Background: an optimization exercise with open tools, aiming at small area, a short achievable clock period and few clock cycles per item. Do not read the settings as production practice.
Only simulation tests tie the RTL to the original design; equivalence was not proved.
No activity file was given, so power comes from the tool's default toggle rates.

Design nccLogTop, start of the top module:
module nccLogTop (
	input logic clk,
	input logic rst,
	input logic [8:0] inBeat,
	input logic inValid,
	output logic inReady,
	output logic signed [19:0] score,
	output logic scoreValid,
	input logic scoreReady
);
Size: about 290 flip-flops, ~35 I/O pins, ~0.020 mm² of cells after synthesis.
Settings: LEC_CHECK=0, ABC_AREA=1, CAP_MARGIN=20, CORE_MARGIN=2, CORE_UTILIZATION=60, SLEW_MARGIN=20; clock period 10.0 ns.
standard.sh (not shown) runs the stock make flow with config.mk's settings and CLKGATE_MAP_FILE= SYNTH_SCRIPT=/design/flow/synth_recipe.tcl, a recipe that flattens the netlist after the stock synthesis.
==> flow/flow/run.sh <==
#!/bin/bash
# The standard layout, with the port buffers made from buf_4 cells instead
# of the delay buffers buffer_ports picks by default, and timing repair
# asked to leave a setup margin.
set -euo pipefail
bash standard.sh BUFFER_PORTS_ARGS="-buffer_cell sky130_fd_sc_hd__buf_4" SETUP_SLACK_MARGIN=6.9 finish > standard.log 2>&1
Testbench counts at the start, summed over its fixed seeds: cycles 3,360, items 2,848.
Then changed:
--- a/flow/config.mk
+++ b/flow/config.mk
@@ -11,0 +12 @@
+export CTS_BUF_LIST = sky130_fd_sc_hd__clkbuf_8
After rerunning:
- final area is higher by about 1.6%
- worst setup slack degrades by 0.28 ns
- final cell count climbs by 2.3%
- global-route usage is higher by 0.30 points
- critical path depth rose by 8
- clock skew climbs by 0.015 ns
- core utilization grows by 1.1 points
- clock-buffer cell count went up by 17
- die area stays the same
- power goes down by 0.88%
- routed wire length rises by about 3%
Then changed:
--- a/flow/config.mk
+++ b/flow/config.mk
@@ -8 +7,0 @@
-export ABC_AREA = 1
@@ -12 +10,0 @@
-export CTS_BUF_LIST = sky130_fd_sc_hd__clkbuf_8
Effect: The new run completed without violations. Utilization drops by 1.0 points. Wire length decreases by 9.1%. Die area is higher by about 2%.

* * *

Setup of north:
Another version of the RTL of nccLogTop (not shown whole).
Size in the first run: ~2300 cells after synthesis, roughly 290 flip-flops.
clock: 10.0 ns
lec_check: 0
abc_area: 1
cap_margin: 20
core_margin: 2
core_utilization: 50
slew_margin: 20
Scripts as last shown in full above: flow/flow/run.sh
Testbench counts of north, summed over its fixed seeds: cycles 3,360, items 2,848.
diff inputs: north => south
# north
export LEC_CHECK = 0
export ABC_AREA = 1
export CAP_MARGIN = 20
export CORE_MARGIN = 2
export CORE_UTILIZATION = 50
export SLEW_MARGIN = 20
create_clock -name core_clock -period 10.0 [get_ports {clk}]
# south
export LEC_CHECK = 0
export ABC_AREA = 1
export CAP_MARGIN = 20
export CORE_MARGIN = 2
export CORE_UTILIZATION = 60
export GPL_ROUTABILITY_DRIVEN = 0
export SLEW_MARGIN = 20
create_clock -name core_clock -period 10.0 [get_ports {clk}]
[summary]
In summary, south completed successfully, with a layout that passed the timing, design-rule and antenna checks. In south relative to north, clock-buffer cell count had gone down by a little under 10%. Fraction of power consumed by sequential logic across south and north: no real change. Re post-route fraction of the period consumed by the critical path: south and north aren't equal, and the higher value belongs to north. Max count of cell instances traversed by the critical path across south and north: north. Of the two values seen for path type of the worst setup path, primary input to register was produced by north and register to output pin by south. Final critical path time including I/O delays and setup for south: 0.069 ns down relative to north. Worst reg-to-reg path cell count, south and north, higher one = south.
Input-level comparison between east and south:
# south
export LEC_CHECK = 0
export ABC_AREA = 1
export CAP_MARGIN = 20
export CORE_MARGIN = 2
export CORE_UTILIZATION = 60
export GPL_ROUTABILITY_DRIVEN = 0
export SLEW_MARGIN = 20
create_clock -name core_clock -period 10.0 [get_ports {clk}]
# east
export LEC_CHECK = 0
export ABC_AREA = 1
export CAP_MARGIN = 20
export CORE_MARGIN = 2
export CORE_UTILIZATION = 60
export PLACE_DENSITY = 0.75
export SLEW_MARGIN = 20
create_clock -name core_clock -period 10.0 [get_ports {clk}]
### Flow results
- Sort east and south by worst path buffer plus inverter count, ascending, and east comes first.
- Of the two values seen for start point of the critical path, result.scoreQ[18] was produced by east and inStall by south.
- Maximum frequency in east vs south: down about 2.4%
- On signed area change from the synthesized netlist to the final layout, east tracks south almost exactly.
- Post-synthesis net count came out exactly the same in east and south.
- Re share of the clock period used by the worst path after layout: south was lower than east.
- Looking at worst hold slack, east sits 0.0038 ns above south.
- Relative to south, number of clock buffers in the layout decreased by about 28% in east.
- Looking at east and south, the multi-input combinational area share is a wash.
- Looking at east and south, the non-clock inverter total of the final layout is a wash.
- Wire length reported by the detailed router, east vs south: up by a few percent
> inputs changed (east -> west)
# east
export LEC_CHECK = 0
export ABC_AREA = 1
export CAP_MARGIN = 20
export CORE_MARGIN = 2
export CORE_UTILIZATION = 60
export PLACE_DENSITY = 0.75
export SLEW_MARGIN = 20
create_clock -name core_clock -period 10.0 [get_ports {clk}]
# west
export LEC_CHECK = 0
export ABC_AREA = 1
export CAP_MARGIN = 20
export CORE_MARGIN = 2
export CORE_UTILIZATION = 60
export SLEW_MARGIN = 20
create_clock -name core_clock -period 10.0 [get_ports {clk}]
diff --git a/flow/flow/run.sh b/flow/flow/run.sh
--- a/flow/flow/run.sh
+++ b/flow/flow/run.sh
@@ -6 +6 @@
-bash standard.sh BUFFER_PORTS_ARGS="-buffer_cell sky130_fd_sc_hd__buf_4" SETUP_SLACK_MARGIN=6.9 finish > standard.log 2>&1
+bash standard.sh BUFFER_PORTS_ARGS="-buffer_cell sky130_fd_sc_hd__buf_4" SETUP_SLACK_MARGIN=6.95 finish > standard.log 2>&1
Summary of west over east: final period utilization has decreased, sum of routed wire length over all layers held steady, fraction of final layout cells with drive strength greater than 1 went up.
west — clock latency reported for the late side of the worst-skew pair 0.08 ns lower, east as reference
In the reports for west and east, the smaller largest net degree at the start of global routing belongs to west.
west vs east: final design instance area without fill up in west
Diff east -> west: standard cell area after detailed placement neither gained nor lost much, fraction of met3 tracks used by global routing went up by 0.27 points, mux share of post-synthesis cell area barely changed, total routing usage reported by global routing essentially unchanged, flip-flop and latch count after synthesis saw little to no change.
Edits applied to the flow inputs when going from west to middle:
diff --git a/flow/flow/run.sh b/flow/flow/run.sh
--- a/flow/flow/run.sh
+++ b/flow/flow/run.sh
@@ -6 +6 @@
-bash standard.sh BUFFER_PORTS_ARGS="-buffer_cell sky130_fd_sc_hd__buf_4" SETUP_SLACK_MARGIN=6.95 finish > standard.log 2>&1
+bash standard.sh BUFFER_PORTS_ARGS="-buffer_cell sky130_fd_sc_hd__buf_4" SETUP_SLACK_MARGIN=6.8 finish > standard.log 2>&1
--- outcome ---
- Clock network power share was lower in west than in middle.
- From west to middle the numbers moved as follows: post-cts resize count has decreased; number of antenna violations at the first check in global routing has remained practically unchanged; count of buffers not belonging to the clock network in the layout has decreased.

[static timing again, ports no longer ideal]
In the flow no input, the clock included, has a driving cell. The finished layouts below were timed again as built, in two steps. Step 1: set_driving_cell puts a clkbuf_16 on clk and a buf_2 on each other input, an assumption about the parent block. Step 2, shift: input delay + t, output delay - t, t = (earliest + latest rising clock arrival at the registers) / 2. This alone moves slack from input paths to output paths. Three values: no drivers, after step 1, after step 2; two values: the first two.
run	t (ns)	slack for setup (ns)	worst setup path at the end	worst register clock-pin slew, ns
the first run of note 1	0.562	6.892 / 6.851 / 6.490	input to register	0.06 / 0.06
the second run of note 1	0.659	6.613 / 6.606 / 6.343	input to register	0.07 / 0.07
the third run of note 1	0.591	6.707 / 6.707 / 6.424	input to register	0.06 / 0.06
north	0.580	6.875 / 6.865 / 6.322	input to register	0.06 / 0.06
south	0.557	6.944 / 6.892 / 6.490	input to register	0.06 / 0.06
east	0.624	6.869 / 6.819 / 6.399	input to register	0.07 / 0.07
west	0.556	6.947 / 6.893 / 6.530	input to register	0.06 / 0.06
middle	0.560	6.898 / 6.885 / 6.363	input to register	0.06 / 0.06
After both steps every run listed still meets setup and hold. For north, which loses most, drivers alone change the setup slack by -0.010 ns; drivers and shift together by -0.553 ns.
